This is an optimization exercise on Yosys and OpenROAD, whose aim is small area and a short achievable clock period, not a production implementation. RTL that was checked went through simulation tests only; none was proved equivalent to the original. Function not checked in run 6: the RTL went through the layout flow alone. Power is estimated from default activity; no workload was simulated.

===== design/flow/run.sh =====
#!/bin/bash
# synth_recipe.tcl (not shown) runs the flow's synth.tcl, then flattens the netlist and writes it again
# the make line also repeats each setting of config.mk as NAME=value (left out here)
make -C /OpenROAD-flow-scripts/flow DESIGN_CONFIG=/design/flow/config.mk WORK_HOME=/design/flow/orfs CLKGATE_MAP_FILE= SYNTH_SCRIPT=/design/flow/synth_recipe.tcl finish

===== design/flow/config.mk =====
export PLATFORM = sky130hd
export DESIGN_NAME = controlTop
export DESIGN_NICKNAME = controlTop
export VERILOG_FILES = /design/flow/design.v
export SDC_FILE = /design/flow/constraint.sdc
export NUM_CORES = 4
export LEC_CHECK = 0
export CAP_MARGIN = 20
export CORE_MARGIN = 2
export CORE_UTILIZATION = 40
export PLACE_DENSITY = 0.6
export SLEW_MARGIN = 20

===== design/flow/constraint.sdc =====
create_clock -name core_clock -period 5.0 [get_ports {CLK}]
set_input_delay 1.0000 -clock core_clock [delete_from_list [all_inputs] [get_ports {CLK}]]
set_output_delay 1.0000 -clock core_clock [all_outputs]
set_load 0.01 [all_outputs]

===== design/flow/design.v =====
package ctrlPkg;
  typedef enum logic [4:0] {
    opNop = 5'h00, opLdr = 5'h01, opStr = 5'h02, opLpt = 5'h03,
    opSpt = 5'h04, opCmp = 5'h05, opAdd = 5'h06, opSub = 5'h07,
    opMul = 5'h08, opAnd = 5'h0B, opOr  = 5'h0C, opXor = 5'h0D,
    opNot = 5'h0E, opLsl = 5'h0F, opLsr = 5'h10,
    opJmp = 5'h14, opJsr = 5'h15, opRts = 5'h16,
    opJoc = 5'h17, opJsc = 5'h18, opRsc = 5'h19
  } opcode_t;
  typedef enum logic [6:0] {
    aluIdle       = 7'h00,
    aluPass       = 7'h40,
    aluCompare    = 7'h60,
    aluAddSub     = 7'h41,
    aluMul        = 7'h42,
    aluLogic      = 7'h44,
    aluShiftLeft  = 7'h48,
    aluShiftRight = 7'h50
  } aluFunc_t;
  typedef enum logic [3:0] {
    busIdle      = 4'h0,
    busAlu       = 4'h1,
    busRam       = 4'h2,
    busDataRom   = 4'h3,
    busGpu       = 4'h4,
    busImmediate = 4'h6
  } busSource_t;
  typedef enum logic [1:0] {pcAdvance, pcJump, pcCall, pcReturn} pcAction_t;
  typedef enum logic {stFetch, stExecute} fetchState_t;
endpackage
`timescale 1ns/10ps
module returnStack (
  input  logic                    CLK,
  input  logic                    arstN,
  input  logic                    push,
  input  logic                    pop,
  input  logic [16-1:0] pushValue,
  output logic [16-1:0] top
);
  localparam int Depth = 1 << 8;
  logic [16-1:0]     entries [Depth];
  logic [8-1:0] stackPtr;
  logic [8-1:0] belowPtr;
  assign belowPtr = stackPtr - 1'b1;
  assign top = entries[belowPtr];
  always_ff @(posedge CLK or negedge arstN)
  begin
    if (!arstN)
      stackPtr <= '0;
    else if (push)
      stackPtr <= stackPtr + 1'b1;
    else if (pop)
      stackPtr <= belowPtr;
  end
  always_ff @(posedge CLK)
  begin
    if (push)
      entries[stackPtr] <= pushValue;
  end
endmodule
`timescale 1ns/10ps
module fetchSequencer (
  input  logic                    CLK,
  input  logic                    arstN,
  input  ctrlPkg::pcAction_t      pcAction,
  input  logic [16-1:0] branchTarget,
  output logic                    execute,
  output logic [16-1:0] progRomAdd
);
  ctrlPkg::fetchState_t             state;
  logic [16-1:0] pc;
  logic [16-1:0] pcPlusOne;
  logic [16-1:0] nextPc;
  logic [16-1:0] stackTop;
  logic                    push;
  logic                    pop;
  always_ff @(posedge CLK or negedge arstN)
  begin
    if (!arstN)
      state <= ctrlPkg::stFetch;
    else if (state == ctrlPkg::stFetch)
      state <= ctrlPkg::stExecute;
    else
      state <= ctrlPkg::stFetch;
  end
  assign execute = (state == ctrlPkg::stExecute);
  assign pcPlusOne = pc + 1'b1;
  assign push = execute && (pcAction == ctrlPkg::pcCall);
  assign pop = execute && (pcAction == ctrlPkg::pcReturn);
  always_comb
  begin
    case (pcAction)
      ctrlPkg::pcJump:   nextPc = branchTarget;
      ctrlPkg::pcCall:   nextPc = branchTarget;
      ctrlPkg::pcReturn: nextPc = stackTop;
      default:  nextPc = pcPlusOne;
    endcase
  end
  always_ff @(posedge CLK or negedge arstN)
  begin
    if (!arstN)
      pc <= '0;
    else if (execute)
      pc <= nextPc;
  end
  assign progRomAdd = pc;
  returnStack retStack (
    .CLK       (CLK),
    .arstN     (arstN),
    .push      (push),
    .pop       (pop),
    .pushValue (pcPlusOne),
    .top       (stackTop)
  );
endmodule
`timescale 1ns/10ps
module instructionDecoder (
  input  logic                       CLK,
  input  logic                       arstN,
  input  logic                       execute,
  input  logic [32-1:0]    controlWord,
  input  logic [6-1:0]  aluStatus,
  output logic [3-1:0] operand1,
  output logic [3-1:0] operand2,
  output logic [3-1:0] results,
  output ctrlPkg::aluFunc_t          aluOperation,
  output logic [3:0]                 aluParams,
  output ctrlPkg::busSource_t        busState,
  output logic                       aluReadBus,
  output logic                       ramWrite,
  output logic                       gpuWrite,
  output logic [16-1:0]    dout,
  output ctrlPkg::pcAction_t         pcAction,
  output logic [16-1:0]    branchTarget,
  output logic                       ramLoad,
  output logic                       romLoad,
  output logic                       gpuLoad,
  output logic                       fromPointer,
  output logic [16-1:0]    immediate
);
  logic [1:0]                 variant;
  ctrlPkg::opcode_t                    opcode;
  logic [3-1:0] op1Field;
  logic [3-1:0] op2Field;
  logic [3-1:0] resultField;
  logic [6-1:0]  condMask;
  logic [16-1:0]    immField;
  logic                       taken;
  ctrlPkg::aluFunc_t                   aluSel;
  logic [3:0]                 paramSel;
  ctrlPkg::pcAction_t                  action;
  logic                       ramSel;
  logic                       romSel;
  logic                       gpuSel;
  logic [3-1:0] nxtOperand1;
  logic [3-1:0] nxtOperand2;
  logic [3-1:0] nxtResults;
  ctrlPkg::aluFunc_t                   nxtAluOp;
  logic [3:0]                 nxtParams;
  ctrlPkg::busSource_t                 nxtBus;
  logic                       nxtReadBus;
  logic                       nxtRamWrite;
  logic                       nxtGpuWrite;
  logic [16-1:0]    nxtDout;
  assign variant = controlWord[1:0];
  assign opcode = ctrlPkg::opcode_t'(controlWord[6:2]);
  assign op1Field = controlWord[9:7];
  assign op2Field = controlWord[12:10];
  assign resultField = controlWord[15:13];
  assign condMask = controlWord[12:7];
  assign immField = controlWord[31:16];
  assign taken = |(condMask & aluStatus);
  always_comb
  begin
    paramSel = 4'd0;
    case (opcode)
      ctrlPkg::opCmp:   aluSel = ctrlPkg::aluCompare;
      ctrlPkg::opAdd:   aluSel = ctrlPkg::aluAddSub;
      ctrlPkg::opSub:
      begin
        aluSel = ctrlPkg::aluAddSub;
        paramSel = 4'd1;
      end
      ctrlPkg::opMul:   aluSel = ctrlPkg::aluMul;
      ctrlPkg::opAnd:   aluSel = ctrlPkg::aluLogic;
      ctrlPkg::opOr:
      begin
        aluSel = ctrlPkg::aluLogic;
        paramSel = 4'd1;
      end
      ctrlPkg::opXor:
      begin
        aluSel = ctrlPkg::aluLogic;
        paramSel = 4'd2;
      end
      ctrlPkg::opNot:
      begin
        aluSel = ctrlPkg::aluLogic;
        paramSel = 4'd3;
      end
      ctrlPkg::opLsl:   aluSel = ctrlPkg::aluShiftLeft;
      ctrlPkg::opLsr:   aluSel = ctrlPkg::aluShiftRight;
      default: aluSel = ctrlPkg::aluIdle;
    endcase
  end
  always_comb
  begin
    nxtOperand1 = operand1;
    nxtOperand2 = operand2;
    nxtResults = results;
    nxtAluOp = ctrlPkg::aluIdle;
    nxtParams = aluParams;
    nxtBus = ctrlPkg::busIdle;
    nxtReadBus = 1'b0;
    nxtRamWrite = 1'b0;
    nxtGpuWrite = 1'b0;
    nxtDout = dout;
    action = ctrlPkg::pcAdvance;
    ramSel = 1'b0;
    romSel = 1'b0;
    gpuSel = 1'b0;
    fromPointer = 1'b0;
    case (opcode)
      ctrlPkg::opLdr, ctrlPkg::opLpt:
      begin
        nxtResults = resultField;
        nxtAluOp = ctrlPkg::aluPass;
        nxtReadBus = 1'b1;
        fromPointer = (opcode == ctrlPkg::opLpt);
        case (variant)
          2'd0:
          begin
            nxtBus = ctrlPkg::busRam;
            ramSel = 1'b1;
          end
          2'd1:
          begin
            nxtBus = ctrlPkg::busDataRom;
            romSel = 1'b1;
          end
          2'd2:
          begin
            nxtBus = ctrlPkg::busGpu;
            gpuSel = 1'b1;
          end
          default:
          begin
            if (opcode == ctrlPkg::opLdr)
            begin
              nxtBus = ctrlPkg::busImmediate;
              nxtDout = immField;
            end
          end
        endcase
      end
      ctrlPkg::opStr:
      begin
        nxtOperand1 = op1Field;
        nxtBus = ctrlPkg::busAlu;
        ramSel = (variant == 2'd0);
        gpuSel = (variant == 2'd2);
        nxtRamWrite = (variant == 2'd0);
        nxtGpuWrite = (variant == 2'd2);
      end
      ctrlPkg::opSpt:
      begin
        nxtOperand1 = op1Field;
        nxtBus = variant[1] ? ctrlPkg::busImmediate : ctrlPkg::busAlu;
        nxtDout = immField;
        fromPointer = 1'b1;
        ramSel = !variant[0];
        gpuSel = variant[0];
        nxtRamWrite = !variant[0];
        nxtGpuWrite = variant[0];
      end
      ctrlPkg::opCmp, ctrlPkg::opAdd, ctrlPkg::opSub, ctrlPkg::opMul, ctrlPkg::opAnd, ctrlPkg::opOr, ctrlPkg::opXor, ctrlPkg::opNot, ctrlPkg::opLsl, ctrlPkg::opLsr:
      begin
        nxtOperand1 = op1Field;
        nxtAluOp = aluSel;
        nxtParams = paramSel;
        if (opcode != ctrlPkg::opCmp)
          nxtResults = resultField;
        case (variant)
          2'd0:
          begin
            nxtReadBus = 1'b1;
            nxtBus = ctrlPkg::busRam;
            ramSel = 1'b1;
          end
          2'd1:    nxtOperand2 = op2Field;
          2'd2:
          begin
            nxtReadBus = 1'b1;
            nxtBus = ctrlPkg::busGpu;
            gpuSel = 1'b1;
          end
          default:
          begin
            nxtReadBus = 1'b1;
            nxtBus = ctrlPkg::busImmediate;
            nxtDout = immField;
          end
        endcase
      end
      ctrlPkg::opJmp:   action = ctrlPkg::pcJump;
      ctrlPkg::opJsr:   action = ctrlPkg::pcCall;
      ctrlPkg::opRts:   action = ctrlPkg::pcReturn;
      ctrlPkg::opJoc:   action = taken ? ctrlPkg::pcJump : ctrlPkg::pcAdvance;
      ctrlPkg::opJsc:   action = taken ? ctrlPkg::pcCall : ctrlPkg::pcAdvance;
      ctrlPkg::opRsc:   action = taken ? ctrlPkg::pcReturn : ctrlPkg::pcAdvance;
      default: ;
    endcase
  end
  assign pcAction = execute ? action : ctrlPkg::pcAdvance;
  assign branchTarget = immField;
  assign immediate = immField;
  assign ramLoad = execute && ramSel;
  assign romLoad = execute && romSel;
  assign gpuLoad = execute && gpuSel;
  always_ff @(posedge CLK or negedge arstN)
  begin
    if (!arstN)
    begin
      operand1 <= '0;
      operand2 <= '0;
      results <= '0;
      aluOperation <= ctrlPkg::aluIdle;
      aluParams <= '0;
      busState <= ctrlPkg::busIdle;
      aluReadBus <= 1'b0;
      ramWrite <= 1'b0;
      gpuWrite <= 1'b0;
      dout <= '0;
    end
    else if (execute)
    begin
      operand1 <= nxtOperand1;
      operand2 <= nxtOperand2;
      results <= nxtResults;
      aluOperation <= nxtAluOp;
      aluParams <= nxtParams;
      busState <= nxtBus;
      aluReadBus <= nxtReadBus;
      ramWrite <= nxtRamWrite;
      gpuWrite <= nxtGpuWrite;
      dout <= nxtDout;
    end
    else
    begin
      ramWrite <= 1'b0;
      gpuWrite <= 1'b0;
    end
  end
endmodule
`timescale 1ns/10ps
module addressPointers (
  input  logic                    CLK,
  input  logic                    arstN,
  input  logic                    ramLoad,
  input  logic                    romLoad,
  input  logic                    gpuLoad,
  input  logic                    fromPointer,
  input  logic [16-1:0] immediate,
  input  logic [16-1:0] freg,
  input  logic [16-1:0] greg,
  input  logic [16-1:0] hreg,
  output logic [16-1:0] ramAdd,
  output logic [16-1:0] dataRomAdd,
  output logic [16-1:0] gpuAdd
);
  logic [2:0]              loadVec;
  logic [16-1:0] ptrSrc [3];
  logic [16-1:0] ptrReg [3];
  assign loadVec = {gpuLoad, romLoad, ramLoad};
  assign ptrSrc[0] = freg;
  assign ptrSrc[1] = greg;
  assign ptrSrc[2] = hreg;
  for (genvar i = 0; i < 3; i++)
  begin : gPtr
    always_ff @(posedge CLK or negedge arstN)
    begin
      if (!arstN)
        ptrReg[i] <= '0;
      else if (loadVec[i])
        ptrReg[i] <= fromPointer ? ptrSrc[i] : immediate;
    end
  end
  assign ramAdd = ptrReg[0];
  assign dataRomAdd = ptrReg[1];
  assign gpuAdd = ptrReg[2];
endmodule
`timescale 1ns/10ps
module controlTop (
  input  logic                       CLK,
  input  logic                       arstN,
  input  logic [32-1:0]    controlWord,
  input  logic [6-1:0]  aluStatus,
  input  logic [16-1:0]    freg,
  input  logic [16-1:0]    greg,
  input  logic [16-1:0]    hreg,
  output logic [16-1:0]    progRomAdd,
  output logic [16-1:0]    ramAdd,
  output logic [16-1:0]    dataRomAdd,
  output logic [16-1:0]    gpuAdd,
  output logic [3-1:0] operand1,
  output logic [3-1:0] operand2,
  output logic [3-1:0] results,
  output ctrlPkg::aluFunc_t          aluOperation,
  output logic [3:0]                 aluParams,
  output ctrlPkg::busSource_t        busState,
  output logic                       aluReadBus,
  output logic                       ramWrite,
  output logic                       gpuWrite,
  output logic [16-1:0]    dout
);
  logic                    execute;
  ctrlPkg::pcAction_t               pcAction;
  logic [16-1:0] branchTarget;
  logic                    ramLoad;
  logic                    romLoad;
  logic                    gpuLoad;
  logic                    fromPointer;
  logic [16-1:0] immediate;
  fetchSequencer fetchSeq (
    .CLK          (CLK),
    .arstN        (arstN),
    .pcAction     (pcAction),
    .branchTarget (branchTarget),
    .execute      (execute),
    .progRomAdd   (progRomAdd)
  );
  instructionDecoder decoder (
    .CLK          (CLK),
    .arstN        (arstN),
    .execute      (execute),
    .controlWord  (controlWord),
    .aluStatus    (aluStatus),
    .operand1     (operand1),
    .operand2     (operand2),
    .results      (results),
    .aluOperation (aluOperation),
    .aluParams    (aluParams),
    .busState     (busState),
    .aluReadBus   (aluReadBus),
    .ramWrite     (ramWrite),
    .gpuWrite     (gpuWrite),
    .dout         (dout),
    .pcAction     (pcAction),
    .branchTarget (branchTarget),
    .ramLoad      (ramLoad),
    .romLoad      (romLoad),
    .gpuLoad      (gpuLoad),
    .fromPointer  (fromPointer),
    .immediate    (immediate)
  );
  addressPointers pointers (
    .CLK         (CLK),
    .arstN       (arstN),
    .ramLoad     (ramLoad),
    .romLoad     (romLoad),
    .gpuLoad     (gpuLoad),
    .fromPointer (fromPointer),
    .immediate   (immediate),
    .freg        (freg),
    .greg        (greg),
    .hreg        (hreg),
    .ramAdd      (ramAdd),
    .dataRomAdd  (dataRomAdd),
    .gpuAdd      (gpuAdd)
  );
endmodule

==> summary.txt, run 1 <==
Clk_skew - 0.0907 ns
Nets - 8050
CTS resizes - 0
Count of input and output buffers - 191
Main synth FF type - edfxtp_1
Initial antenna violation count - 14
CP startpoint kind - flop
Status - no timing/DRC/antenna violations
# fillers - 32800
CP Max Fanout - 28
Antenna-violating nets left - 0
Setup TNS - 0 ns
Crit share post-route - 91.1%
Max Freq - 219 MHz
Top-Level Pins - 195
RD Place Congestion - 0.904
CP arrival - 5.39 ns
Setup Viol. Count Final - 0
Lkg Pwr - 59.8 nW
Asr flop ratio synth - 2.68%
Synth Area in Simple Gates - 2.12%
Crit-path max cell delay - 0.61 ns
Layout cells sized above 1 - 31.9%
H-Tree Level Count - 5
Crit-path cells - buf_12 -> buf_12 -> buf_4 -> mux4_2 -> mux2i_1 -> mux2i_1 -> buf_4 -> a22oi_1 -> a31oi_1 -> or4_1 -> a22oi_1 -> o221ai_1
Placed wire-length estimate - 281 mm
Fin crit period - 4.56 ns
Slew margin rel. - 19.9%
PwrDens - 663 nW/um2
Compound-Gate Fraction of Synth Area - 1.18%
Final WL - 450 mm
Worst path bufs/invs - 4
Largest delay share family, worst path - buffers and inverters
Clock transition at path regs - 0.07 ns
Area of the multi-input gates - 35900 um2
Min-delay worst type - reg -> reg
Die H - 643 um
Most frequent cell after synthesis - edfxtp_1
CTS tree - yes
GRT Overall Usage - 21.4%
Sequential fraction of the synthesis area - 77.1%
Initial Util - 40.2%
Final slew viol count - 0
Initial detailed-routing violation count - 10900
Cell Rows - 234
RSZ-0062 raised after global routing - false
Vias - 79700
DP Worst Slack - 0.169 ns
Area Growth Syn to Fin - 17.5%
Largest net degree at the start of global routing - 177
Final instance area - 192000 um2
First-pass GRT wire length - 629 mm
Area leader, netlist - edfxtp_1
Routed len/inst - 32.8 um
Warnings, synthesis - 6
Post-Syn Area - 163000 um2
Num CTS Buffers - 414
Vias in the first global route - 79100
Max Cap Violations - 0
Largest family of logic cells by synthesized area - multiplexers
Final hold viol count - 0
DRC - 0
Die W - 643 um
Synthesized instance count - 7166
Worst-skew pair later-pin latency - 0.98 ns
Flops & latches, synth - 4209
Total Power - 127 mW
Kind of critical path - reg -> reg
Post-Place Cell Area - 178000 um2
Adder-Cell Fraction of Synth Area - 0.138%
Cell variety after synth - 73
Via density - 5.81
Number of synthesized flops with an enable pin - 4096
Critical path's slowest cell - dfrtp_4
Synth top area share - 75.3%
Total gr overflow - 0
Avg Cell Area, Syn - 22.8 um2
Register area - 126000 um2
Die ar. - 413000 um2
Measured slew at the worst slew-check pin - 1.20 ns
Core ar. - 406000 um2
XOR/XNOR Fraction of Synth Area - 0.170%
Ranking of synthesized cells by area - edfxtp_1, mux4_2, dfrtp_1
CTS Sinks - 4209
Post-route setup slack - 0.443 ns
Postcts setup bufs - 0
Drt pass-1 iters - 6
CP Capture Type - flop
CP Data Required Time - 5.83 ns
VDD IR max - 1180 uV
Mux cell area share after synthesis - 17.9%
CTS Root Cell - clkbuf_16
Synth top cells by count - edfxtp_1, mux4_2, nor2_1
Maximum clock path buffer count - 4
[per-layer routing]
metal	up-vias	part of all wire (%)	track usage, %
li1	31900	-	-
met2	3929	48	34.2
met1	43200	40	30.0
met5	-	0.053	0.358
met3	642	8.8	4.05
met4	6	3.5	6.70
[worst register-to-register path, stage by stage (launching register included)]
cell      delay (ns)
dfrtp_4         0.61
buf_12          0.32
buf_12          0.33
buf_4           0.45
mux4_2          0.62
mux2i_1         0.28
mux2i_1         0.14
buf_4           0.18
a22oi_1         0.39
a31oi_1         0.26
or4_1           0.54
a22oi_1         0.16
o221ai_1        0.13
[placed cells by master (no fill, tap or decap), types with 10 or more instances in the layout]
cell type        synthesis  routed
nor2_1                 358     247
nor2_2                   1     111
dfrtp_1                113     111
and3_1                  32      32
clkinv_2                 0      85
buf_12                   6     279
nor2b_1                 10      10
o21a_1                  14      14
clkdlybuf4s50_1          0     190
o21ai_0                 19      19
mux2i_1                 61      61
clkbuf_16                0     419
ha_1                    18      16
bufinv_16                0      40
a22oi_1                 10      10
clkinv_1                 2      86
edfxtp_1              4096    4096
mux4_2                1259    1259
mux2_2                  29      29
nand4_1                 12      12
a21oi_1                140     136
nor3_1                  21      19
inv_1                   29      26
nand3_1                103      91
a211oi_1                14      13
clkinv_4                 0      10
clkbuf_1               190      74
buf_4                   54     298
nand2_1                228     228
o22ai_1                 16      16
nand3_2                  0      12
a31oi_1                 34      34
clkinvlp_4               0      20
[sequential cells by signal, summed over array words and instances, names as in the netlist]
name and cells:
decoder.busState 3, pointers.ptrReg 48, decoder.aluOperation 7, fetchSeq.retStack.entries 4096, decoder.ramWrite 1, fetchSeq.retStack.stackPtr 8
fetchSeq.state 1, decoder.dout 16, decoder.results 3, decoder.operand2 3, decoder.aluReadBus 1, decoder.aluParams 2
fetchSeq.pc 16, decoder.gpuWrite 1, decoder.operand1 3
[final timing paths]
| kind | slack (ns) | startpoint | endpoint | depth (start not counted) |
|---|---|---|---|---|
| setup reg to reg | 0.44 | fetchSeq.retStack.stackPtr[0] | fetchSeq.pc[0] | 12 |
| hold / removal | 0.47 | decoder.busState[1] | decoder.busState[1] | 1 |
| min in group asynchronous | 0.57 | arstN | decoder.operand2[0] | 2 |
| setup / recovery | 0.44 | fetchSeq.retStack.stackPtr[0] | fetchSeq.pc[0] | 12 |
| max in group asynchronous | 3.36 | arstN | decoder.dout[2] | 3 |
| hold reg to reg | 0.47 | decoder.busState[1] | decoder.busState[1] | 1 |
[cell type report]
type / instances / area share (%)
multi-input combinational: 2516 / 18.7
antenna: 9 / 0.0117
sequential: 4209 / 65.6
clock buffer: 497 / 5.64
inverter: 31 / 0.0724
tap: 5428 / 3.54
clock inverter: 262 / 1.36
timing repair buffer: 772 / 5.11
[timing repair]
action                     CTS  global route
hold endpoints to repair    45             0
hold buffers                 1             0
setup endpoints to repair    0             0
[stage by stage]
stage	hold WS, ns	utilization [%]	cells
floorplan	0.507	-	7168
global placement	0.477	43.9	13000
detailed placement	0.468	43.9	13000
CTS	0.481	47.2	13700
global route	0.521	47.2	13700
finish	0.474	47.2	13700
[logic make-up (layout without fill, tap and decap cells)]
family | count (synthesis) | count (layout)
compound gates | 310 | 310
xor+xnor | 30 | 30
fa+ha+maj | 18 | 18
buf+inv | 443 | 1562
flops | 4209 | 4209
mux | 1350 | 1350
other cells | 1 | 12
simple gates | 805 | 805
[report_power, final]
part	switching (mW)	internal [mW]	leakage, nW
Clock	13.3	17.5	6.53
Sequential	0.480	45.1	38.3
Combinational	32.4	18.4	15.0
==> run 2: changes to the inputs <==
--- a/design/flow/design.v
+++ b/design/flow/design.v
@@ -34,2 +34,3 @@
   input  logic                    arstN,
+  input  logic                    execute,
   input  logic                    push,
@@ -40,7 +41,17 @@
   localparam int Depth = 1 << 8;
-  logic [16-1:0]     entries [Depth];
-  logic [8-1:0] stackPtr;
-  logic [8-1:0] belowPtr;
-  assign belowPtr = stackPtr - 1'b1;
-  assign top = entries[belowPtr];
+  localparam int W = 16;
+  logic [Depth*W-1:0] ring;
+  logic [Depth*W-1:0] ringNext;
+  logic topOdd;
+  logic upN;
+  logic dnN;
+  logic rotUp;
+  assign top = topOdd ? ~ring[W +: W] : ring[0 +: W];
+  always_comb
+  begin
+    if (execute)
+      rotUp = pop | (!push & topOdd);
+    else
+      rotUp = !topOdd;
+  end
   always_ff @(posedge CLK or negedge arstN)
@@ -48,13 +59,27 @@
     if (!arstN)
-      stackPtr <= '0;
-    else if (push)
-      stackPtr <= stackPtr + 1'b1;
-    else if (pop)
-      stackPtr <= belowPtr;
+    begin
+      topOdd <= 1'b0;
+      upN <= 1'b0;
+      dnN <= 1'b1;
+    end
+    else
+    begin
+      if (execute)
+        topOdd <= topOdd ^ (push | pop);
+      upN <= !rotUp;
+      dnN <= rotUp;
+    end
   end
-  always_ff @(posedge CLK)
+  always_comb
   begin
-    if (push)
-      entries[stackPtr] <= pushValue;
+    for (int i = 0; i < Depth; i++)
+      ringNext[i*W +: W] = ~((ring[((i + Depth - 1) % Depth)*W +: W] | {W{upN}}) &
+                             (ring[((i + 1) % Depth)*W +: W] | {W{dnN}}));
+    if (push && topOdd)
+      ringNext[1*W +: W] = ~pushValue;
+    if (push && !topOdd)
+      ringNext[2*W +: W] = pushValue;
   end
+  always_ff @(posedge CLK)
+    ring <= ringNext;
 endmodule
@@ -109,2 +134,3 @@
     .arstN     (arstN),
+    .execute   (execute),
     .push      (push),
--- a/design/flow/config.mk
+++ b/design/flow/config.mk
@@ -9,4 +9,6 @@
 export CORE_MARGIN = 2
-export CORE_UTILIZATION = 40
-export PLACE_DENSITY = 0.6
+export CORE_UTILIZATION = 65
+export CTS_CLUSTER_DIAMETER = 60
+export CTS_CLUSTER_SIZE = 30
+export PLACE_DENSITY = 0.75
 export SLEW_MARGIN = 20
==> summary.txt, run 2 <==
Vias in the first global route - 69700
Antenna-violating nets left - 0
Vias - 73100
Area leader, netlist - dfxtp_1
Drt pass-1 iters - 6
RD Place Congestion - 0.858
Synthesized instance count - 9766
Final slew viol count - 0
Routed len/inst - 17.5 um
Reg2reg path depth - 7
CP Max Fanout - 16
Setup TNS - 0 ns
Combinational share of power - 26.3%
# fillers - 12500
Postcts setup bufs - 0
CTS resizes - 0
Maximum clock path buffer count - 3
Cell variety after synth - 58
Initial Util - 65.6%
Initial detailed-routing violation count - 5030
Placed wire-length estimate - 124 mm
Count of hold-fix buffers inserted at cts - 0
Area of the multi-input gates - 28900 um2
Die H - 429 um
Layout cells sized above 1 - 5.35%
GRT Overall Usage - 21.6%
Total gr overflow - 0
Int Pwr - 74.3 mW
Sequential fraction of the synthesis area - 72.2%
Synth top cells by count - o22ai_1, dfxtp_1, clkbuf_1
Reg-to-reg startpoint - fetchSeq.state
Final WL - 206 mm
Mux cell area share after synthesis - 0.791%
Die ar. - 184000 um2
Hold_ws - 0.117 ns
Cell Rows - 155
CP Launch Point - controlWord[2]
CP Capture Type - flop
Initial antenna violation count - 3
Avg Cell Area, Syn - 12.0 um2
Ranking of synthesized cells by area - dfxtp_1, o22ai_1, clkbuf_1
Die W - 429 um
Clk_skew - 0.0288 ns
Warnings, synthesis - 6
Clock transition at path regs - 0.09 ns
Post-route setup slack - 1.82 ns
Asr flop ratio synth - 2.57%
Top Registers - fetchSeq.retStack.ring: 4096 flops, pointers.ptrReg: 48 flops
Via density - 6.21
Most frequent cell after synthesis - o22ai_1
Fin crit period - 3.18 ns
Count of input and output buffers - 191
Slew margin rel. - 23.9%
Nets - 9410
Flops & latches, synth - 4204
Area Growth Syn to Fin - 7.76%
Crit share post-route - 63.7%
Post-Syn Area - 117000 um2
Commonest non-fill, non-tap cells in the layout - o22ai_1, dfxtp_1, clkbuf_16, clkdlybuf4s50_1, nand2_1
Largest family of logic cells by synthesized area - compound AO/OA/AOI/OAI gates
Synth top area share - 69.9%
DP Worst Slack - 0.999 ns
RSZ-0062 raised after global routing - false
Total Power - 111 mW
Top-Level Pins - 195
Max Cap Violations - 0
Final hold viol count - 0
Number of synthesized flops with an enable pin - 0
Placed cell count - 11500
CP Data Required Time - 5.72 ns
Post-route insts no fill - 11800
Max Freq - 314 MHz
Register area - 84700 um2
Largest net degree at the start of global routing - 284
PwrDens - 879 nW/um2
Largest register FFs - 4096
Power share of the sequential group - 56.9%
CTS tree - yes
Setup Viol. Count Final - 0
Most common cell after layout, fill and taps aside - o22ai_1
CP arrival - 3.90 ns
CP startpoint kind - input port
Main synth FF type - dfxtp_1
Switching power - 36.8 mW
Clock Power Share - 16.7%
VDD IR max - 626 uV
DRC - 0
Min-delay worst type - in -> async
XOR/XNOR Fraction of Synth Area - 0.112%
Status - no timing/DRC/antenna violations
H-Tree Level Count - 4
CTS Sinks - 4204
First-pass GRT wire length - 347 mm
CTS Root Cell - clkbuf_16
Adder-Cell Fraction of Synth Area - 0.149%
Sw frac - 33.1%
Worst-skew pair later-pin latency - 0.85 ns
Termination of the worst setup path - pointers.ptrReg[0][0]
Core ar. - 179000 um2
Measured slew at the worst slew-check pin - 1.14 ns
End of the worst register-to-register path - fetchSeq.retStack.ring[21]
Num CTS Buffers - 185
Flop-to-flop setup slack - 2.39 ns
Compound-Gate Fraction of Synth Area - 22.7%
Kind of critical path - in -> reg
Largest register by flop count - fetchSeq.retStack.ring
Lkg Pwr - 47.2 nW
Synth Area in Simple Gates - 0.850%
-- run 2: cell count changes after synthesis, moves of 288 or more --
cell,previous run,this run
clkbuf_1,190,866
dfxtp_1,0,4096
edfxtp_1,4096,0
mux4_2,1259,0
nor2_1,358,70
o22ai_1,16,4097
-- run 2: stage by stage --
stage / utilization, % / instance area (um2)
after floorplan: - / 117000
after global placement: 67.1 / 120000
after detailed placement: 67.1 / 120000
final: 70.7 / 126000
after CTS: 70.7 / 126000
after global routing: 70.7 / 126000
-- run 2: power by group through the flow --
stage | clock [mW] | sequential (mW) | combinational (mW)
after floorplan | 0 | 60.1 | 24.2
after global placement | 0 | 63.3 | 26.9
after detailed placement | 0 | 63.7 | 29.0
after CTS | 19.1 | 63.3 | 29.2
after global routing | 20.3 | 65.3 | 32.7
final | 18.6 | 63.2 | 29.2
-- run 2: worst min path at each step --
| stage | to | depth (start not counted) |
|---|---|---|
| global route | decoder.operand2[2] | 1 |
| finish | decoder.results[2] | 1 |
| detailed placement | fetchSeq.retStack.ring[479] | 1 |
| CTS | decoder.operand2[2] | 1 |
| floorplan | fetchSeq.retStack.ring[62] | 1 |
| global placement | fetchSeq.retStack.ring[62] | 1 |
-- run 2: cells by family after synthesis --
kind of cell             after synthesis
AO/OA/AOI/OAI                       4243
flip-flops                          4204
XOR/XNOR                              15
AND/OR/NAND/NOR                      236
buffers and inverters                974
multiplexers                          79
adder cells (fa/ha/maj)               14
other                                  1
-- run 2: per-layer routing --
metal | vias up | track usage [%] | share of wire, %
li1 | 36700 | - | -
met1 | 35300 | 31.2 | 48
met2 | 889 | 34.9 | 47
met3 | 253 | 2.64 | 2.6
met4 | 0 | 5.24 | 1.9
met5 | - | 0 | 0
-- run 2: area by class of cell --
class                           instances  share of cell area (%)
Antenna cell                            2                 0.00396
Clock buffer                          210                    3.98
Clock inverter                        100                    1.05
Inverter                               18                  0.0535
Multi-Input combinational cell       4590                    22.8
Sequential cell                      4204                    67.0
Tap cell                             2355                    2.33
Timing Repair Buffer                  309                    2.71
-- run 2: worst max-delay path, cell delays in order --
cell and delay (ns):
clkdlybuf4s50_1 0.56, inv_1 0.11, ha_1 0.36, a2111o_1 0.49
nand3b_2 0.12, o211ai_4 0.14, o221ai_4 0.68, mux2_2 0.42
==> run 3: changes to the inputs <==
--- a/design/flow/config.mk
+++ b/design/flow/config.mk
@@ -13,2 +13,3 @@
 export PLACE_DENSITY = 0.75
+export SETUP_SLACK_MARGIN = 2.7
 export SLEW_MARGIN = 20
==> summary.txt, run 3 <==
Placed wire-length estimate - 138 mm
Routed len/inst - 19.0 um
Clock transition at path regs - 0.11 ns
Area Growth Syn to Fin - 8.98%
Kind of critical path - reg -> out
Commonest non-fill, non-tap cells in the layout - o22ai_1, dfxtp_1, clkbuf_16, buf_4, nand2_1
Reg2reg path depth - 8
Largest delay share family, worst path - flip-flops
Count of input and output buffers - 191
Via density - 6.27
Synth Area in Simple Gates - 0.850%
Reg-to-reg startpoint - fetchSeq.state
CTS Root Cell - clkbuf_16
Flop-to-flop setup slack - 2.81 ns
CP Capture Type - output pin
Area leader, netlist - dfxtp_1
Fin crit period - 2.49 ns
Setup Viol. Count Final - 0
Worst-skew pair later-pin latency - 0.86 ns
Layout cells sized above 1 - 8.46%
Combinational share of power - 27.1%
Worst path bufs/invs - 1
GRT Overall Usage - 23.7%
First-pass GRT wire length - 373 mm
Compound-Gate Fraction of Synth Area - 22.7%
Asr flop ratio synth - 2.57%
Clock Power Share - 16.4%
Termination of the worst setup path - progRomAdd[12]
Switching power - 37.9 mW
Antenna-violating nets left - 0
Sequential fraction of the synthesis area - 72.2%
CP Launch Point - fetchSeq.pc[12]
Synthesized instance count - 9766
Critical path's slowest cell - dfrtp_2
Die W - 429 um
Crit share post-route - 49.9%
Crit-path max cell delay - 0.48 ns
Clk_skew - 0.0402 ns
Synth top area share - 69.9%
RD Place Congestion - 0.853
Setup TNS - 0 ns
Drt pass-1 iters - 5
Final slew viol count - 0
Avg Cell Area, Syn - 12.0 um2
Post-Syn Area - 117000 um2
Initial Util - 65.6%
Most frequent cell after synthesis - o22ai_1
Sw frac - 33.7%
Mux cell area share after synthesis - 0.791%
Final instance area - 128000 um2
Largest register by flop count - fetchSeq.retStack.ring
Measured slew at the worst slew-check pin - 1.08 ns
Cell variety after synth - 58
Initial antenna violation count - 0
Cell Rows - 155
Final WL - 227 mm
Top Registers - fetchSeq.retStack.ring: 4096 flops, pointers.ptrReg: 48 flops
End of the worst register-to-register path - fetchSeq.retStack.ring[43]
Main synth FF type - dfxtp_1
Die ar. - 184000 um2
CTS tree - yes
Maximum clock path buffer count - 3
Post-Place Cell Area - 121000 um2
Flops & latches, synth - 4204
DRC - 0
Synth top cells by count - o22ai_1, dfxtp_1, clkbuf_1
Total Power - 113 mW
Largest family of logic cells by synthesized area - compound AO/OA/AOI/OAI gates
Largest register FFs - 4096
Nets - 9540
Lkg Pwr - 48.3 nW
Levels on crit path - 1
Post-route setup slack - 2.51 ns
CTS Sinks - 4204
Top-Level Pins - 195
VDD IR max - 660 uV
Max Cap Violations - 0
Final hold viol count - 0
XOR/XNOR Fraction of Synth Area - 0.112%
Die H - 429 um
Crit-path cells - buf_6
Num CTS Buffers - 184
Min-delay worst type - in -> async
H-Tree Level Count - 4
RSZ-0062 raised after global routing - true
Initial detailed-routing violation count - 5265
CP arrival - 1.49 ns
Core ar. - 179000 um2
CP Data Required Time - 4.00 ns
Total gr overflow - 0
Number of synthesized flops with an enable pin - 0
Slew margin rel. - 27.8%
Vias in the first global route - 72900
DP Worst Slack - 0.787 ns
Finished Core Util - 71.5%
CP startpoint kind - flop
CP Max Fanout - 5
Power share of the sequential group - 56.5%
Warnings, synthesis - 6
Int Pwr - 74.6 mW
Ranking of synthesized cells by area - dfxtp_1, o22ai_1, clkbuf_1
Max Freq - 401 MHz
Adder-Cell Fraction of Synth Area - 0.149%
Vias - 74700
PwrDens - 881 nW/um2
Largest net degree at the start of global routing - 247
Status - no timing/DRC/antenna violations
[run 3: changes by cell type in the layout (fill, tap and decap cells not counted), moves of 18 or more]
cell             before  now
buf_2                 0   49
mux2_4               10   47
clkdlybuf4s50_1     190   69
buf_6                 0   61
mux2_2               59   32
buf_12               47   65
buf_4                70  175
[run 3: logic make-up (layout without fill, tap and decap cells)]
group / count (synthesis) / count (layout)
other cells: 1 / 4
buf+inv: 974 / 768
compound gates: 4243 / 4243
simple gates: 236 / 237
fa+ha+maj: 14 / 14
flops: 4204 / 4204
mux: 79 / 79
xor+xnor: 15 / 15
[run 3: area by class of cell]
type	count	area, um2
antenna	1	2.50
clock buffer	211	4910
clock inverter	100	1330
fill	12200	51000
inverter	18	85.1
multi-input combinational	4591	29300
sequential	4204	84700
tap	2355	2950
timing repair buffer	439	4500
[run 3: power by group through the flow]
stage | logic (mW) | registers, mW | clock network (mW)
after floorplan | 24.3 | 60.2 | 0
after global placement | 27.5 | 63.9 | 0
after detailed placement | 29.6 | 64.3 | 0
after CTS | 30.2 | 63.7 | 18.9
after global routing | 33.9 | 65.5 | 20.1
final | 30.5 | 63.6 | 18.5
[run 3: timing repair]
item	4_1_cts	5_1_grt
setup endpoints to repair	2200	739
cloned	3	0
buffers inserted	70	36
pin swaps	13	13
hold buffers	0	0
gates resized for setup	581	34
[run 3: worst min-delay path by stage]
stage,start,endpoint,slack [ns],cells after the start
CTS,arstN,decoder.dout[12],0.19,1
global route,arstN,decoder.dout[12],0.25,1
finish,arstN,decoder.dout[12],0.21,1
floorplan,fetchSeq.retStack.ring[78],fetchSeq.retStack.ring[62],0.41,1
global placement,fetchSeq.retStack.ring[1707],fetchSeq.retStack.ring[1691],0.43,1
detailed placement,fetchSeq.retStack.ring[3734],fetchSeq.retStack.ring[3718],0.43,1
[run 3: routing by layer]
metal / GRT usage, % / share of wire, %
met3: 2.80 / 2.6
met1: 31.6 / 45
met2: 41.2 / 50
met5: 0 / 0
met4: 5.82 / 2.1
[run 3: through the flow]
stage | hold slack, ns | instances
CTS | 0.193 | 11900
global placement | 0.431 | 11500
detailed placement | 0.431 | 11500
global route | 0.246 | 11900
finish | 0.213 | 11900
floorplan | 0.413 | 9768
==> run 4: changes to the inputs <==
--- a/design/flow/config.mk
+++ b/design/flow/config.mk
@@ -9,7 +9,7 @@
 export CORE_MARGIN = 2
-export CORE_UTILIZATION = 65
+export CORE_UTILIZATION = 80
 export CTS_CLUSTER_DIAMETER = 60
 export CTS_CLUSTER_SIZE = 30
-export PLACE_DENSITY = 0.75
-export SETUP_SLACK_MARGIN = 2.7
+export PLACE_DENSITY = 0.88
+export SETUP_SLACK_MARGIN = 2.8
 export SLEW_MARGIN = 20
==> summary.txt, run 4 <==
Flops & latches, synth - 4204
Count of hold-fix buffers inserted at cts - 0
Crit-path max cell delay - 0.46 ns
Total gr overflow - 0
Cell variety after synth - 58
Count of input and output buffers - 191
Measured slew at the worst slew-check pin - 1.18 ns
Layout cells sized above 1 - 8.02%
Top Registers - fetchSeq.retStack.ring: 4096 flops, pointers.ptrReg: 48 flops
Area Growth Syn to Fin - 7.90%
Setup TNS - 0 ns
Synthesized instance count - 9766
Top-Level Pins - 195
Adder-Cell Fraction of Synth Area - 0.149%
Reg-to-reg startpoint - fetchSeq.pc[0]
Final WL - 227 mm
Worst path bufs/invs - 1
Largest register FFs - 4096
Nets - 9530
Largest delay share family, worst path - flip-flops
Crit-path cells - buf_6
Most frequent cell after synthesis - o22ai_1
CP startpoint kind - flop
Area leader, netlist - dfxtp_1
CP Capture Type - output pin
Max Freq - 415 MHz
XOR/XNOR Fraction of Synth Area - 0.112%
Initial Util - 80.6%
PwrDens - 887 nW/um2
Sequential fraction of the synthesis area - 72.2%
Setup Viol. Count Final - 0
Num CTS Buffers - 174
Mux cell area share after synthesis - 0.791%
GRT Overall Usage - 29.1%
CTS Root Cell - clkbuf_16
Largest register by flop count - fetchSeq.retStack.ring
Die W - 387 um
Critical path's slowest cell - dfrtp_2
Reg2reg path depth - 7
Clk_skew - 0.0626 ns
Clock transition at path regs - 0.10 ns
Warnings, synthesis - 6
Cell Rows - 140
DRC - 0
VDD IR max - 841 uV
Initial detailed-routing violation count - 6291
Worst-skew pair later-pin latency - 0.82 ns
H-Tree Level Count - 4
Status - no timing/DRC/antenna violations
Post-Syn Area - 117000 um2
Placed wire-length estimate - 124 mm
Flop-to-flop setup slack - 2.81 ns
Final hold viol count - 0
Kind of critical path - reg -> out
Lkg Pwr - 48.0 nW
Die H - 387 um
Compound-Gate Fraction of Synth Area - 22.7%
Asr flop ratio synth - 2.57%
Avg Cell Area, Syn - 12.0 um2
CP Max Fanout - 4
Final slew viol count - 0
Vias - 76000
End of the worst register-to-register path - fetchSeq.pc[14]
Synth Area in Simple Gates - 0.850%
CTS Sinks - 4204
Max Cap Violations - 0
Via density - 6.65
Largest family of logic cells by synthesized area - compound AO/OA/AOI/OAI gates
Maximum clock path buffer count - 3
RSZ-0062 raised after global routing - true
Crit share post-route - 48.2%
Antenna-violating nets left - 0
Synth top cells by count - o22ai_1, dfxtp_1, clkbuf_1
Core ar. - 146000 um2
Min-delay worst type - in -> async
Number of synthesized flops with an enable pin - 0
CP arrival - 1.41 ns
Largest net degree at the start of global routing - 276
Drt pass-1 iters - 8
CP Data Required Time - 4.00 ns
Main synth FF type - dfxtp_1
Commonest non-fill, non-tap cells in the layout - o22ai_1, dfxtp_1, clkbuf_16, buf_4, nand2_1
Total Power - 112 mW
First-pass GRT wire length - 372 mm
Initial antenna violation count - 3
Routed len/inst - 19.9 um
Slew margin rel. - 21.6%
Die ar. - 150000 um2
Ranking of synthesized cells by area - dfxtp_1, o22ai_1, clkbuf_1
Fin crit period - 2.41 ns
CTS tree - yes
RD Place Congestion - 0.828
Synth top area share - 69.9%
Vias in the first global route - 72800
[run 4: metrics by stage]
step | hold slack [ns] | setup slack, ns | instances | cell area (um2) | util [%]
after global routing | 0.255 | 2.53 | 11400 | 127000 | 86.9
final | 0.244 | 2.59 | 11400 | 127000 | 86.9
after floorplan | 0.413 | 2.13 | 9768 | 118000 | -
after CTS | 0.365 | 2.53 | 11400 | 126000 | 86.6
after global placement | 0.429 | 1.00 | 11000 | 120000 | 82.2
after detailed placement | 0.432 | 0.968 | 11000 | 120000 | 82.2
[run 4: what timing repair did]
item,in CTS,in global routing
setup endpoints to repair,3841,964
endpoints found under the hold margin,0,0
gates cloned,5,1
resized for setup,586,65
setup buffers,100,37
pin swaps,15,15
[run 4: how the worst max path moves through the flow]
stage                   startpoint                          to  slack [ns]  depth (start not counted)
floorplan           controlWord[3]  fetchSeq.retStack.ring[37]        2.13                         11
global placement    controlWord[3]       pointers.ptrReg[0][4]        1.00                          7
detailed placement  controlWord[3]  fetchSeq.retStack.ring[28]        0.97                          8
CTS                 fetchSeq.pc[9]               progRomAdd[9]        2.53                          1
global route        fetchSeq.pc[9]               progRomAdd[9]        2.53                          1
finish              fetchSeq.pc[9]               progRomAdd[9]        2.59                          1
[run 4: logic make-up after synthesis]
logic type | Yosys count
AO/OA/AOI/OAI | 4243
flip-flops | 4204
buffers and inverters | 974
AND/OR/NAND/NOR | 236
multiplexers | 79
XOR/XNOR | 15
adder cells (fa/ha/maj) | 14
other | 1
[run 4: report_power, final]
part	switching (mW)	leakage, nW	internal (mW)
combinational	17.2	9.45	14.0
clock	9.85	2.66	7.45
sequential	11.1	35.9	52.6
total	38.1	48.0	74.1
[run 4: area by class of cell]
class,instances,area (um2)
clock buffer,202,4700
antenna,2,5.00
sequential,4204,84700
clock inverter,55,787
timing repair buffer,439,4460
fill,6742,19000
tap,1917,2400
multi-input combinational,4591,29400
inverter,18,92.6
[run 4: routing by layer]
metal  vias to the layer above  share of wire, %  track usage, %
met2                      1777                49            47.7
met3                       397               4.1            3.83
met5                         -            0.0035               0
met4                         2               2.6            8.76
met1                     36900                44            40.8
li1                      36900                 -               -
==> run 5: changes to the inputs <==
--- a/design/flow/config.mk
+++ b/design/flow/config.mk
@@ -9,7 +9,4 @@
 export CORE_MARGIN = 2
-export CORE_UTILIZATION = 80
-export CTS_CLUSTER_DIAMETER = 60
-export CTS_CLUSTER_SIZE = 30
-export PLACE_DENSITY = 0.88
-export SETUP_SLACK_MARGIN = 2.8
+export CORE_UTILIZATION = 40
+export PLACE_DENSITY = 0.6
 export SLEW_MARGIN = 20
==> summary.txt, run 5 <==
Flops & latches, synth - 4204
CP Max Fanout - 6
Nets - 9646
Main synth FF type - dfxtp_1
RD Place Congestion - 0.827
Drt pass-1 iters - 8
Synth top area share - 69.9%
DP Worst Slack - 0.923 ns
Largest delay share family, worst path - buffers and inverters
Total gr overflow - 0
Slew margin rel. - 24.4%
DRC - 0
GRT Overall Usage - 14.5%
H-Tree Level Count - 5
Setup TNS - 0 ns
Die H - 545 um
Lkg Pwr - 51.0 nW
Kind of critical path - reg -> out
Max Cap Violations - 0
Worst-skew pair later-pin latency - 0.92 ns
Core ar. - 291000 um2
Top Registers - fetchSeq.retStack.ring: 4096 flops, pointers.ptrReg: 48 flops
Placed cell count - 13000
Asr flop ratio synth - 2.57%
Final WL - 227 mm
Postcts setup bufs - 0
Warnings, synthesis - 6
RSZ-0062 raised after global routing - false
Maximum clock path buffer count - 4
Worst path bufs/invs - 1
Area Growth Syn to Fin - 15.8%
Placed wire-length estimate - 134 mm
Num CTS Buffers - 405
Final slew viol count - 0
Die ar. - 298000 um2
Most common cell after layout, fill and taps aside - o22ai_1
Clk_skew - 0.0616 ns
Cell variety after synth - 58
Max Freq - 314 MHz
# fillers - 26000
Commonest non-fill, non-tap cells in the layout - o22ai_1, dfxtp_1, clkbuf_16, clkdlybuf4s50_1, nand2_1
Vias - 74900
Cell Rows - 198
Sequential fraction of the synthesis area - 72.2%
Hold_ws - 0.263 ns
Reg2reg path depth - 2
Finished Core Util - 46.6%
Top-Level Pins - 195
Number of synthesized flops with an enable pin - 0
Die W - 545 um
Antenna-violating nets left - 0
First-pass GRT wire length - 377 mm
PwrDens - 907 nW/um2
CP Data Required Time - 4.00 ns
Vias in the first global route - 73800
Post-route insts no fill - 13800
CP Capture Type - output pin
Routed len/inst - 16.5 um
CP startpoint kind - flop
Layout cells sized above 1 - 8.64%
Initial detailed-routing violation count - 4584
Clock transition at path regs - 0.06 ns
Initial Util - 40.3%
Measured slew at the worst slew-check pin - 1.13 ns
Area leader, netlist - dfxtp_1
Critical path's slowest cell - clkdlybuf4s50_1
Post-route setup slack - 1.82 ns
Min-delay worst type - in -> async
Synthesized instance count - 9766
Most frequent cell after synthesis - o22ai_1
Crit share post-route - 63.6%
Levels on crit path - 1
CTS resizes - 0
Via density - 5.44
Setup Viol. Count Final - 0
Largest register FFs - 4096
Largest register by flop count - fetchSeq.retStack.ring
VDD IR max - 615 uV
Avg Cell Area, Syn - 12.0 um2
Post-Syn Area - 117000 um2
CTS Root Cell - clkbuf_16
Crit-path cells - clkdlybuf4s50_1
Count of input and output buffers - 191
Final hold viol count - 0
Initial antenna violation count - 4
Ranking of synthesized cells by area - dfxtp_1, o22ai_1, clkbuf_1
Synth top cells by count - o22ai_1, dfxtp_1, clkbuf_1
CTS Sinks - 4204
Status - no timing/DRC/antenna violations
Fin crit period - 3.18 ns
Largest net degree at the start of global routing - 278
CP arrival - 2.18 ns
Crit-path max cell delay - 0.71 ns
CTS tree - yes
Count of hold-fix buffers inserted at cts - 0
[run 5: final timing paths]
check,from,endpoint,slack [ns]
min in group core_clock,fetchSeq.retStack.ring[3756],fetchSeq.retStack.ring[3740],0.40
hold reg to reg,fetchSeq.retStack.ring[3756],fetchSeq.retStack.ring[3740],0.40
hold / removal,arstN,decoder.operand1[1],0.26
setup reg to reg,fetchSeq.retStack.dnN,fetchSeq.retStack.ring[3012],2.29
setup / recovery,fetchSeq.pc[3],progRomAdd[3],1.82
max in group asynchronous,arstN,fetchSeq.pc[4],3.73
[run 5: metrics by stage]
step | total power, mW | instance area, um2
3_5_place_dp | 93.1 | 122000
3_3_place_gp | 91.0 | 122000
2_1_floorplan | 84.3 | 117000
6_report | 123 | 136000
4_1_cts | 124 | 136000
5_1_grt | 131 | 136000
[run 5: layout make-up]
| cell class | instances | area (um2) | share of cell area (%) |
|---|---|---|---|
| inverters | 18 | 67.6 | 0.0498 |
| multi-input cells | 4590 | 28900 | 21.3 |
| repair buffers | 325 | 3570 | 2.63 |
| well taps | 3900 | 4880 | 3.59 |
| diodes | 1 | 2.50 | 0.00184 |
| clock buffers | 617 | 12300 | 9.03 |
| clock inverters | 110 | 1430 | 1.06 |
| flip-flops and latches | 4204 | 84700 | 62.4 |
[run 5: power by group]
part           switching (mW)  total [mW]  internal (mW)
registers                10.7        63.4           52.7
logic                    15.6        29.2           13.6
clock network            12.4        30.6           18.2
[run 5: logic make-up (layout without fill, tap and decap cells)]
logic type               count (synthesis)  count (layout)  synth area share [%]
AO/OA/AOI/OAI                         4243            4243                  22.7
XOR/XNOR                                15              15                 0.112
adder cells (fa/ha/maj)                 14              14                 0.149
buffers and inverters                  974            1070                  3.18
flip-flops                            4204            4204                  72.2
multiplexers                            79              79                 0.791
other                                    1               4               0.00320
AND/OR/NAND/NOR                        236             236                 0.850
[run 5: per-layer routing]
metal	track usage [%]	vias to the layer above	routed length, um
met1	20.4	36300	111000
li1	-	37400	-
met5	0	-	0
met3	2.03	366	6410
met4	4.20	0	4830
met2	23.3	838	105000
==> run 6: changes to the inputs <==
--- a/design/flow/design.v
+++ b/design/flow/design.v
@@ -40,11 +40,42 @@
 );
-  localparam int Depth = 1 << 8;
+  localparam int Loops = (1 << 8) / 2;
   localparam int W = 16;
-  logic [Depth*W-1:0] ring;
-  logic [Depth*W-1:0] ringNext;
-  logic topOdd;
-  logic upN;
-  logic dnN;
-  logic rotUp;
-  assign top = topOdd ? ~ring[W +: W] : ring[0 +: W];
+  logic [Loops*W-1:0] regA;
+  logic [Loops*W-1:0] regB;
+  logic [Loops*W-1:0] nextA;
+  logic [Loops*W-1:0] nextB;
+  logic       ptrOdd;
+  logic       posA;
+  logic [1:0] posB;
+  logic       phase;
+  logic       upN;
+  logic       dnN;
+  logic       rotUp;
+  logic       moveA;     
+  logic       moveAUp;
+  logic [1:0] posBNext;
+  logic       aSum;      
+  logic [W-1:0] topA;
+  logic [W-1:0] topB;
+  assign moveA = ptrOdd ? push : pop;
+  assign moveAUp = ptrOdd;
+  always_comb
+  begin
+    case (posB)
+      2'd0:    topB = regB[0*W +: W];
+      2'd1:    topB = regB[1*W +: W];
+      default: topB = regB[2*W +: W];
+    endcase
+    topA = posA ? regA[1*W +: W] : regA[0*W +: W];
+  end
+  assign top = (ptrOdd ? topA : topB) ^ {W{phase}};
+  always_comb
+  begin
+    posBNext = posB;
+    if (!ptrOdd && push)
+      posBNext = posB + 2'd1;
+    if (ptrOdd && pop)
+      posBNext = posB - 2'd1;
+  end
+  assign aSum = moveA ? moveAUp : posA;
   always_comb
@@ -52,5 +83,5 @@
     if (execute)
-      rotUp = pop | (!push & topOdd);
+      rotUp = !aSum;
     else
-      rotUp = !topOdd;
+      rotUp = ptrOdd ? (posB != 2'd2) : (posB == 2'd0);
   end
@@ -60,3 +91,6 @@
     begin
-      topOdd <= 1'b0;
+      ptrOdd <= 1'b0;
+      posA <= 1'b0;
+      posB <= 2'd0;
+      phase <= 1'b0;
       upN <= 1'b0;
@@ -67,3 +101,8 @@
       if (execute)
-        topOdd <= topOdd ^ (push | pop);
+      begin
+        ptrOdd <= ptrOdd ^ (push | pop);
+        posA <= moveA ? posA : !posA;
+        posB <= upN ? posBNext - 2'd1 : posBNext + 2'd1;
+        phase <= !phase;
+      end
       upN <= !rotUp;
@@ -74,12 +113,27 @@
   begin
-    for (int i = 0; i < Depth; i++)
-      ringNext[i*W +: W] = ~((ring[((i + Depth - 1) % Depth)*W +: W] | {W{upN}}) &
-                             (ring[((i + 1) % Depth)*W +: W] | {W{dnN}}));
-    if (push && topOdd)
-      ringNext[1*W +: W] = ~pushValue;
-    if (push && !topOdd)
-      ringNext[2*W +: W] = pushValue;
+    for (int k = 0; k < Loops; k++)
+    begin
+      nextA[k*W +: W] = ~((regB[((k + Loops - 1) % Loops)*W +: W] | {W{upN}}) &
+                          (regB[((k + 1) % Loops)*W +: W] | {W{dnN}}));
+      nextB[k*W +: W] = regA[k*W +: W];
+    end
+    if (push && !ptrOdd && !posA)
+      nextB[0*W +: W] = pushValue ^ {W{phase}};
+    if (push && !ptrOdd && posA)
+      nextB[1*W +: W] = pushValue ^ {W{phase}};
+    if (push && ptrOdd)
+    begin
+      case ({posB, !upN})
+        {2'd1, 1'b0}: nextA[0*W +: W] = ~pushValue ^ {W{phase}};
+        {2'd0, 1'b1},
+        {2'd2, 1'b0}: nextA[1*W +: W] = ~pushValue ^ {W{phase}};
+        default:      nextA[2*W +: W] = ~pushValue ^ {W{phase}};
+      endcase
+    end
   end
   always_ff @(posedge CLK)
-    ring <= ringNext;
+  begin
+    regA <= nextA;
+    regB <= nextB;
+  end
 endmodule
@@ -111,3 +165,2 @@
   assign execute = (state == ctrlPkg::stExecute);
-  assign pcPlusOne = pc + 1'b1;
   assign push = execute && (pcAction == ctrlPkg::pcCall);
@@ -126,5 +179,11 @@
     if (!arstN)
+    begin
       pc <= '0;
+      pcPlusOne <= 16'(1);
+    end
     else if (execute)
+    begin
       pc <= nextPc;
+      pcPlusOne <= nextPc + 1'b1;
+    end
   end
--- a/design/flow/config.mk
+++ b/design/flow/config.mk
@@ -9,4 +9,7 @@
 export CORE_MARGIN = 2
-export CORE_UTILIZATION = 40
-export PLACE_DENSITY = 0.6
+export CORE_UTILIZATION = 85
+export CTS_CLUSTER_DIAMETER = 45
+export CTS_CLUSTER_SIZE = 36
+export PLACE_DENSITY = 0.92
+export SETUP_SLACK_MARGIN = 2.9
 export SLEW_MARGIN = 20
==> summary.txt, run 6 <==
RD Place Congestion - 0.904
Synthesized instance count - 7601
Initial Util - 85.9%
Top-Level Pins - 195
Status - did not finish
Exit stage - detailed placement
Area leader, netlist - dfxtp_1
Die H - 355 um
Cell variety after synth - 64
Die W - 355 um
Post-Syn Area - 105000 um2
Count of input and output buffers - 191
Ranking of synthesized cells by area - dfxtp_1, o22ai_1, dfrtp_1
Flops & latches, synth - 4224
Avg Cell Area, Syn - 13.8 um2
Number of synthesized flops with an enable pin - 0
Warnings, synthesis - 6
Most frequent cell after synthesis - dfxtp_1
Synth top cells by count - dfxtp_1, o22ai_1, clkbuf_1
Asr flop ratio synth - 3.03%
Stop err - Error: detail_place.tcl, 38 bad optional access
Synth top area share - 78.1%
Sequential fraction of the synthesis area - 81.2%
Main synth FF type - dfxtp_1
Cell Rows - 128
-- run 6: how the worst min path moves through the flow --
stage	endpoint	slack, ns
2_1_floorplan	fetchSeq.retStack.regB[1000]	0.31
3_3_place_gp	fetchSeq.retStack.regB[557]	0.31
-- run 6: cell families after synthesis --
kind of cell               share of synthesized area, %
AOI/OAI and AO/OA                                  14.0
xor gates and xnor gates                          0.459
adders and majority gates                         0.203
buffers and inverters                              2.03
DFF                                                81.2
muxes                                             0.657
other                                           0.00357
and+or+nand+nor                                    1.50
-- run 6: power groups by stage --
| stage | combinational, mW | sequential (mW) | clock [mW] |
|---|---|---|---|
| 2_1_floorplan | 13.3 | 57.5 | 0 |
| 3_3_place_gp | 15.6 | 60.6 | 0 |

[port drivers added, routing unchanged]
In the flow no input, the clock included, has a driving cell. The finished layouts below were timed again as built, in two steps.
Step 1 (the two cells are an assumption about what drives the block):
set clk [get_ports {CLK}]
set_driving_cell -lib_cell sky130_fd_sc_hd__clkbuf_16 $clk
set_driving_cell -lib_cell sky130_fd_sc_hd__buf_2 [delete_from_list [all_inputs] $clk]
Step 2 moves the port delays by t, midway between the first and last clock arrival at a register: inputs arrive t later, outputs are due t later. That takes back most of the time a late clock gives input paths.
Slacks: ideal ports / drivers / drivers and shift; pairs: ideal ports / drivers.
run	shift t [ns]	setup WS [ns]	latest minus earliest clock arrival (ns)	worst slew at a driven data input, ns	pins driven straight from the clock port
run 1	1.041	0.443 / 0.443 / 0.071	0.100 / 0.100	0.08	1
run 2	0.919	1.817 / 1.858 / 0.939	0.031 / 0.031	0.08	1
run 3	0.926	2.506 / 2.421 / 1.790	0.048 / 0.048	0.09	1
run 4	0.871	2.591 / 2.511 / 1.929	0.073 / 0.073	0.09	1
run 5	0.968	1.819 / 1.732 / 0.907	0.072 / 0.072	0.11	1
After both steps every run listed still meets setup and hold. For run 5, which loses most, drivers alone change the setup slack by -0.087 ns; drivers and shift together by -0.912 ns.
